This design comes from an exercise in tuning for small area and a short achievable clock period on the open sky130 flow, not from production work. RTL that was checked went through simulation tests only; none was proved equivalent to the original. No driver is modelled on the clock port, so clocking that relies on it looks cheaper here than on a real chip. Power and IR drop assume default switching activity.

Design nic_control, start of the top module:
module nic_control (
    input  logic                          clk,
    input  logic                          resetn,
    input  logic                          req_write,
    input  logic [8-1:0]   req_write_index,
    input  logic [32-1:0]    req_write_data,
    input  logic                          req_read,
    input  logic [8-1:0]   req_read_index,
    output logic                          rsp_write_done,
    output logic [1:0]                    rsp_write_resp,
    output logic                          rsp_read_valid,
    output logic [32-1:0]    rsp_read_data,
    output logic [1:0]                    rsp_read_resp,
    input  logic                          ev_good,
    input  logic                          ev_bad,
    input  logic                          ev_range_err,
    input  logic [32-1:0]   seq_tdata,
    input  logic                          seq_tvalid,
    input  logic                          seq_tready,
    input  logic                          overflow_0,
    input  logic                          overflow_1,
    input  logic                          hbm_cattrip,
    input  logic                          pcs_aligned,
    input  logic                          generator_idle,
    output logic [64-1:0]        cfg_pci_base,
    output logic [64-1:0]        cfg_pci_size,
    output logic [64-1:0]        cfg_packet_count,
    output logic                          cfg_loopback,
    output logic                          gen_packets,
    output logic                          pause_pci,
    output logic                          resetn_out
);
For scale: about 1900 cells after synthesis, about 440 flip-flops, roughly 330 I/O pins.
clock: 5.0 ns
lec_check: 0
cap_margin: 20
core_margin: 2
core_utilization: 55
cts_cluster_diameter: 80
cts_cluster_size: 25
place_density: 0.7
setup_slack_margin: 2.8
slew_margin: 70
tns_end_percent: 5
buffer_ports_args: -buffer_cell sky130_fd_sc_hd__buf_1
pre_cts_tcl: /design/flow/flow/pre_cts.tcl
dont_use_cells: sky130_fd_sc_hd__or4_1 sky130_fd_sc_hd__or4_2 sky130_fd_sc_hd__or4_4 sky130_fd_sc_hd__or4b_1 sky130_fd_sc_hd__or4b_2 sky130_fd_sc_hd__or4b_4 sky130_fd_sc_hd__or4bb_1 sky130_fd_sc_hd__or4bb_2 sky130_fd_sc_hd__or4bb_4 sky130_fd_sc_hd__nor4_1 sky130_fd_sc_hd__nor4_2 sky130_fd_sc_hd__nor4_4 sky130_fd_sc_hd__nor4b_1 sky130_fd_sc_hd__nor4b_2 sky130_fd_sc_hd__nor4b_4 sky130_fd_sc_hd__nor4bb_1 sky130_fd_sc_hd__nor4bb_2 sky130_fd_sc_hd__nor4bb_4 sky130_fd_sc_hd__or3_1 sky130_fd_sc_hd__or3_2 sky130_fd_sc_hd__or3_4 sky130_fd_sc_hd__or3b_1 sky130_fd_sc_hd__or3b_2 sky130_fd_sc_hd__or3b_4
standard.sh (not shown) runs the stock make flow with config.mk's settings and CLKGATE_MAP_FILE= SYNTH_SCRIPT=/design/flow/synth_recipe.tcl, a recipe that flattens the netlist after the stock synthesis.
==> flow/flow/run.sh <==
#!/bin/bash
set -euo pipefail
cd "$(dirname "$0")/.."
FLOWDIR=$(pwd)/flow
cat >> config.mk <<EOC
export BUFFER_PORTS_ARGS = -buffer_cell sky130_fd_sc_hd__buf_1
export PRE_CTS_TCL = $FLOWDIR/pre_cts.tcl
export DONT_USE_CELLS = $(cat $FLOWDIR/slow_cells.txt)
EOC
bash standard.sh > flow_standard.log 2>&1
==> flow/flow/pre_cts.tcl <==
# Wrap clock_tree_synthesis: after the tree is built, remove its root buffer so that the
# clock port drives the first-level buffers directly.
proc my_remove_clock_root {} {
  set block [ord::get_db_block]
  foreach inst [$block getInsts] {
    set name [$inst getName]
    if {![string match "clkbuf_0_*" $name]} { continue }
    set in_net [[$inst findITerm A] getNet]
    set out_net [[$inst findITerm X] getNet]
    set sinks {}
    foreach it [$out_net getITerms] {
      if {[$it getInst] != $inst} { lappend sinks $it }
    }
    if {[llength $sinks] > 4} {
      puts "keeping clock root $name: it drives [llength $sinks] pins"
      continue
    }
    puts "removing clock root $name driving [llength $sinks] pins"
    foreach it $sinks { $it disconnect }
    [$inst findITerm A] disconnect
    [$inst findITerm X] disconnect
    odb::dbInst_destroy $inst
    foreach it $sinks { $it connect $in_net }
    odb::dbNet_destroy $out_net
  }
}

rename clock_tree_synthesis my_orig_clock_tree_synthesis
proc clock_tree_synthesis {args} {
  my_orig_clock_tree_synthesis {*}$args
  my_remove_clock_root
}
==> flow/flow/slow_cells.txt <==
sky130_fd_sc_hd__or4_1 sky130_fd_sc_hd__or4_2 sky130_fd_sc_hd__or4_4 sky130_fd_sc_hd__or4b_1 sky130_fd_sc_hd__or4b_2 sky130_fd_sc_hd__or4b_4 sky130_fd_sc_hd__or4bb_1 sky130_fd_sc_hd__or4bb_2 sky130_fd_sc_hd__or4bb_4 sky130_fd_sc_hd__nor4_1 sky130_fd_sc_hd__nor4_2 sky130_fd_sc_hd__nor4_4 sky130_fd_sc_hd__nor4b_1 sky130_fd_sc_hd__nor4b_2 sky130_fd_sc_hd__nor4b_4 sky130_fd_sc_hd__nor4bb_1 sky130_fd_sc_hd__nor4bb_2 sky130_fd_sc_hd__nor4bb_4 sky130_fd_sc_hd__or3_1 sky130_fd_sc_hd__or3_2 sky130_fd_sc_hd__or3_4 sky130_fd_sc_hd__or3b_1 sky130_fd_sc_hd__or3b_2 sky130_fd_sc_hd__or3b_4
Rerun with:
--- a/flow/design.v
+++ b/flow/design.v
@@ -172,86 +172,85 @@
             pause_count <= wdr;
             pause_pci   <= |wdr;
         end else begin
             pause_count <= pause_count ^ (pause_borrow & {32{pause_pci}});
             pause_pci   <= pause_pci && |pause_count[31:1];
         end
     end
     logic [63:0] good, bad;
     logic [63:0] good_carry, bad_carry;
     logic        pci_range_err, seq_error;
-    logic [31:0] seq_prior;
+    logic [31:0] seq_expect;
+    logic [31:0] tdata_carry;
     logic        beat, seq_bad;
+    nic_prefix_and #(.W(32)) tdata_carry_i (.x(seq_tdata), .c(tdata_carry));
     nic_prefix_and #(.W(64)) good_carry_i  (.x(good),      .c(good_carry));
     nic_prefix_and #(.W(64)) bad_carry_i   (.x(bad),       .c(bad_carry));
     logic [31:0] wdc;
     logic        ld_good_h, ld_good_l, ld_bad_h, ld_bad_l;
-    logic        inc_good, inc_bad;
+    logic        good_pend, bad_pend;
+    logic [63:0] good_v, bad_v;
     assign wdc       = clear ? 32'd0 : wd;
     assign ld_good_h = clear || w_good_h;
     assign ld_good_l = clear || w_good_l;
     assign ld_bad_h  = clear || w_bad_h;
     assign ld_bad_l  = clear || w_bad_l;
-    assign inc_good  = ev_good && !w_good_h && !w_good_l;
-    assign inc_bad   = ev_bad && !w_bad_h && !w_bad_l;
-    always_ff @(posedge clk) begin
-        good[63:32] <= ld_good_h ? wdc : good[63:32] ^ ({32{inc_good}} & good_carry[63:32]);
-        good[31:0]  <= ld_good_l ? wdc : good[31:0]  ^ ({32{inc_good}} & good_carry[31:0]);
-        bad[63:32]  <= ld_bad_h  ? wdc : bad[63:32]  ^ ({32{inc_bad}}  & bad_carry[63:32]);
-        bad[31:0]   <= ld_bad_l  ? wdc : bad[31:0]   ^ ({32{inc_bad}}  & bad_carry[31:0]);
+    assign good_v    = good ^ ({64{good_pend}} & good_carry);
+    assign bad_v     = bad ^ ({64{bad_pend}} & bad_carry);
+    always_ff @(posedge clk) begin
+        good[63:32] <= ld_good_h ? wdc : good_v[63:32];
+        good[31:0]  <= ld_good_l ? wdc : good_v[31:0];
+        bad[63:32]  <= ld_bad_h  ? wdc : bad_v[63:32];
+        bad[31:0]   <= ld_bad_l  ? wdc : bad_v[31:0];
+        good_pend   <= ev_good && !ld_good_h && !ld_good_l;
+        bad_pend    <= ev_bad && !ld_bad_h && !ld_bad_l;
     end
     always_ff @(posedge clk) begin
         if (clear) begin
             pci_range_err <= 1'b0;
         end else if (ev_range_err) begin
             pci_range_err <= 1'b1;
         end
     end
     assign beat    = seq_tvalid && seq_tready;
-    logic [32:0] seq_diff;
-    logic [31:0] seq_step_ok;
-    assign seq_diff = {1'b0, seq_tdata ^ seq_prior};
-    for (genvar i = 0; i < 32; i++) begin : g_seq
-        assign seq_step_ok[i] = seq_diff[i] ? (seq_diff[i+1] ^ seq_tdata[i]) : !seq_diff[i+1];
-    end
-    assign seq_bad = (seq_tdata != '0) && !(seq_diff[0] && &seq_step_ok);
+    assign seq_bad = (seq_tdata != '0) && (seq_tdata != seq_expect);
     always_ff @(posedge clk) begin
         if (clear) begin
             seq_error <= 1'b0;
         end else if (beat && seq_bad) begin
             seq_error <= 1'b1;
         end
     end
     always_ff @(posedge clk) begin
         if (beat || seq_reset) begin
-            seq_prior <= seq_reset ? 32'd0 : seq_tdata;
+            seq_expect <= seq_reset ? 32'd1 : seq_tdata ^ tdata_carry;
         end
     end
     logic [31:0] rd_word;
     logic        rd_err;
     logic [15:0] rsel;
     logic        rlo, rhi;
     assign rlo = req_read_index[7:4] == 4'd0;
     assign rhi = req_read_index[7:2] == 6'd8;
     for (genvar k = 0; k < 12; k++) begin : g_rs
         assign rsel[k] = rlo && req_read_index[3:0] == k;
     end
     for (genvar k = 0; k < 4; k++) begin : g_rh
         assign rsel[12+k] = rhi && req_read_index[1:0] == k;
     end
     assign rd_err  = !(rlo && req_read_index[3:0] <= 4'd10) && !rhi;
     assign rd_word = ({32{rsel[0]}}  & {30'd0, !hbm_cattrip, pcs_aligned})
                    | ({32{rsel[1]}}  & {28'd0, seq_error, overflow_1, overflow_0, pci_range_err})
-                   | ({32{rsel[2]}}  & good[63:32])
-                   | ({32{rsel[3]}}  & good[31:0])
-                   | ({32{rsel[4]}}  & bad[63:32])
-                   | ({32{rsel[5]}}  & bad[31:0])
+                   | ({32{rsel[2]}}  & good_v[63:32])
+                   | ({32{rsel[3]}}  & good_v[31:0])
+                   | ({32{rsel[4]}}  & bad_v[63:32])
+                   | ({32{rsel[5]}}  & bad_v[31:0])
                    | ({32{rsel[6]}}  & cfg_pci_base[63:32])
                    | ({32{rsel[7]}}  & cfg_pci_base[31:0])
                    | ({32{rsel[8]}}  & cfg_pci_size[63:32])
                    | ({32{rsel[9]}}  & cfg_pci_size[31:0])
                    | ({32{rsel[10]}} & {31'd0, reset_active})
                    | ({32{rsel[13]}} & {31'd0, !generator_idle})
                    | ({32{rsel[14]}} & {31'd0, cfg_loopback})
                    | ({32{rsel[15]}} & pause_count);
     always_ff @(posedge clk) begin
         rsp_read_data <= rd_word;
Outcome: The new run finished with timing, DRC and antenna clean. Non-clock buffer count rose by 23. First-iteration DRC count rose by about a fifth. Sequential power rose by a few percent. Synthesized cell count fell by a few percent. Final area rose slightly. Total power rose by roughly a tenth. Routed wire length rose slightly. Via count fell by a few percent. Setup slack got worse by 0.032 ns. Synthesized area fell by a few percent. Combinational power rose by well over a third.
No functional check of the RTL was part of any run of this note.


## run A
Another version of the RTL of nic_control (not shown whole).
For scale: about 1900 cells after synthesis, roughly 440 flip-flops, ~330 I/O pins, about 20000 sq um of cells after synthesis.
Settings: LEC_CHECK=0, CAP_MARGIN=20, CORE_MARGIN=2, CORE_UTILIZATION=55, CTS_CLUSTER_DIAMETER=80, CTS_CLUSTER_SIZE=25, PLACE_DENSITY=0.7, SETUP_SLACK_MARGIN=2.8, SLEW_MARGIN=20, TNS_END_PERCENT=5, BUFFER_PORTS_ARGS=-buffer_cell sky130_fd_sc_hd__buf_1, PRE_CTS_TCL=/design/flow/flow/pre_cts.tcl, DONT_USE_CELLS=sky130_fd_sc_hd__or4_1 sky130_fd_sc_hd__or4_2 sky130_fd_sc_hd__or4_4 sky130_fd_sc_hd__or4b_1 sky130_fd_sc_hd__or4b_2 sky130_fd_sc_hd__or4b_4 sky130_fd_sc_hd__or4bb_1 sky130_fd_sc_hd__or4bb_2 sky130_fd_sc_hd__or4bb_4 sky130_fd_sc_hd__nor4_1 sky130_fd_sc_hd__nor4_2 sky130_fd_sc_hd__nor4_4 sky130_fd_sc_hd__nor4b_1 sky130_fd_sc_hd__nor4b_2 sky130_fd_sc_hd__nor4b_4 sky130_fd_sc_hd__nor4bb_1 sky130_fd_sc_hd__nor4bb_2 sky130_fd_sc_hd__nor4bb_4 sky130_fd_sc_hd__or3_1 sky130_fd_sc_hd__or3_2 sky130_fd_sc_hd__or3_4 sky130_fd_sc_hd__or3b_1 sky130_fd_sc_hd__or3b_2 sky130_fd_sc_hd__or3b_4; clock period 5.0 ns.
Scripts as last shown in full above: flow/flow/run.sh, flow/flow/pre_cts.tcl, flow/flow/slow_cells.txt
Run A finished all stages; the layout is clean.
--- input diff run A..run D ---
--- a/flow/design.v
+++ b/flow/design.v
@@ -176,60 +176,53 @@
             pause_pci   <= pause_pci && |pause_count[31:1];
         end
     end
     logic [63:0] good, bad;
     logic [63:0] good_carry, bad_carry;
     logic        pci_range_err, seq_error;
-    logic [31:0] seq_prior;
+    logic [31:0] seq_expect;
+    logic [31:0] tdata_carry;
     logic        beat, seq_bad;
+    nic_prefix_and #(.W(32)) tdata_carry_i (.x(seq_tdata), .c(tdata_carry));
     nic_prefix_and #(.W(64)) good_carry_i  (.x(good),      .c(good_carry));
     nic_prefix_and #(.W(64)) bad_carry_i   (.x(bad),       .c(bad_carry));
     logic [31:0] wdc;
     logic        ld_good_h, ld_good_l, ld_bad_h, ld_bad_l;
-    logic        good_pend, bad_pend;
-    logic [63:0] good_v, bad_v;
+    logic        inc_good, inc_bad;
     assign wdc       = clear ? 32'd0 : wd;
     assign ld_good_h = clear || w_good_h;
     assign ld_good_l = clear || w_good_l;
     assign ld_bad_h  = clear || w_bad_h;
     assign ld_bad_l  = clear || w_bad_l;
-    assign good_v    = good ^ ({64{good_pend}} & good_carry);
-    assign bad_v     = bad ^ ({64{bad_pend}} & bad_carry);
-    always_ff @(posedge clk) begin
-        good[63:32] <= ld_good_h ? wdc : good_v[63:32];
-        good[31:0]  <= ld_good_l ? wdc : good_v[31:0];
-        bad[63:32]  <= ld_bad_h  ? wdc : bad_v[63:32];
-        bad[31:0]   <= ld_bad_l  ? wdc : bad_v[31:0];
-        good_pend   <= ev_good && !ld_good_h && !ld_good_l;
-        bad_pend    <= ev_bad && !ld_bad_h && !ld_bad_l;
+    assign inc_good  = ev_good && !w_good_h && !w_good_l;
+    assign inc_bad   = ev_bad && !w_bad_h && !w_bad_l;
+    always_ff @(posedge clk) begin
+        good[63:32] <= ld_good_h ? wdc : good[63:32] ^ ({32{inc_good}} & good_carry[63:32]);
+        good[31:0]  <= ld_good_l ? wdc : good[31:0]  ^ ({32{inc_good}} & good_carry[31:0]);
+        bad[63:32]  <= ld_bad_h  ? wdc : bad[63:32]  ^ ({32{inc_bad}}  & bad_carry[63:32]);
+        bad[31:0]   <= ld_bad_l  ? wdc : bad[31:0]   ^ ({32{inc_bad}}  & bad_carry[31:0]);
     end
     always_ff @(posedge clk) begin
         if (clear) begin
             pci_range_err <= 1'b0;
         end else if (ev_range_err) begin
             pci_range_err <= 1'b1;
         end
     end
     assign beat    = seq_tvalid && seq_tready;
-    logic [32:0] seq_diff;
-    logic [31:0] seq_step_ok;
-    assign seq_diff = {1'b0, seq_tdata ^ seq_prior};
-    for (genvar i = 0; i < 32; i++) begin : g_seq
-        assign seq_step_ok[i] = seq_diff[i] ? (seq_diff[i+1] ^ seq_tdata[i]) : !seq_diff[i+1];
-    end
-    assign seq_bad = (seq_tdata != '0) && !(seq_diff[0] && &seq_step_ok);
+    assign seq_bad = (seq_tdata != '0) && (seq_tdata != seq_expect);
     always_ff @(posedge clk) begin
         if (clear) begin
             seq_error <= 1'b0;
         end else if (beat && seq_bad) begin
             seq_error <= 1'b1;
         end
     end
     always_ff @(posedge clk) begin
         if (beat || seq_reset) begin
-            seq_prior <= seq_reset ? 32'd0 : seq_tdata;
+            seq_expect <= seq_reset ? 32'd1 : seq_tdata ^ tdata_carry;
         end
     end
     logic [31:0] rd_word;
     logic        rd_err;
     logic [15:0] rsel;
     logic        rlo, rhi;
@@ -241,16 +234,16 @@
     for (genvar k = 0; k < 4; k++) begin : g_rh
         assign rsel[12+k] = rhi && req_read_index[1:0] == k;
     end
     assign rd_err  = !(rlo && req_read_index[3:0] <= 4'd10) && !rhi;
     assign rd_word = ({32{rsel[0]}}  & {30'd0, !hbm_cattrip, pcs_aligned})
                    | ({32{rsel[1]}}  & {28'd0, seq_error, overflow_1, overflow_0, pci_range_err})
-                   | ({32{rsel[2]}}  & good_v[63:32])
-                   | ({32{rsel[3]}}  & good_v[31:0])
-                   | ({32{rsel[4]}}  & bad_v[63:32])
-                   | ({32{rsel[5]}}  & bad_v[31:0])
+                   | ({32{rsel[2]}}  & good[63:32])
+                   | ({32{rsel[3]}}  & good[31:0])
+                   | ({32{rsel[4]}}  & bad[63:32])
+                   | ({32{rsel[5]}}  & bad[31:0])
                    | ({32{rsel[6]}}  & cfg_pci_base[63:32])
                    | ({32{rsel[7]}}  & cfg_pci_base[31:0])
                    | ({32{rsel[8]}}  & cfg_pci_size[63:32])
                    | ({32{rsel[9]}}  & cfg_pci_size[31:0])
                    | ({32{rsel[10]}} & {31'd0, reset_active})
                    | ({32{rsel[13]}} & {31'd0, !generator_idle})
[summary]
- From run A to run D the numbers moved as follows: measured slew at the worst slew-check pin higher, required time of the critical path lower, via count lower, number of buffers other than clock buffers in the final layout lower.
- Run D vs run A — highest attainable clock frequency climbed by a few percent
- Run D vs. run A: detailed-router iteration count before antenna repair shows a reduction of 3, mux contribution to synthesized area now sits higher, fraction of power consumed by sequential logic now smaller, first-pass GRT wire length has decreased.
- Run D: number of vias per cell after detailed routing is 0.14 lower than what run A reported.
- Run D: instance count on the critical path is 3 lower than what run A reported.
For run A, only the layout was checked, not whether the RTL still works.

-- afterwards: timing with drivers on the ports --
The results above use ideal ports. As a check the final layouts listed here were re-extracted and re-timed, cells and wires unchanged.
Step 1 assumes that a clkbuf_16 drives the clock port and a buf_2 every other input.
Step 2 times the ports against the registers' clock, not the clock port: input delays grow and output delays shrink by t, the midpoint of the rising clock arrivals with the driver on.
Three values: no drivers, after step 1, after step 2; two values: the first two.
| run | shift t [ns] | setup WS [ns] | worst setup path at the end | worst data-port slew with drivers (ns) | cell pins on the clock port's net |
|---|---|---|---|---|---|
| the first run of note 1 | 0.503 | 2.626 / 2.655 / 2.152 | input to register | 0.10 | 2 |
| the second run of note 1 | 0.506 | 2.594 / 2.635 / 2.128 | input to register | 0.05 | 2 |
| run A | 0.509 | 2.618 / 2.600 / 2.091 | input to register | 0.13 | 2 |
| run D | 0.498 | 2.684 / 2.684 / 2.229 | input to register | 0.10 | 2 |
After both steps every run listed still meets setup and hold. The setup slack of run A, which loses most, moves by -0.018 ns with the drivers and by -0.527 ns with both steps.
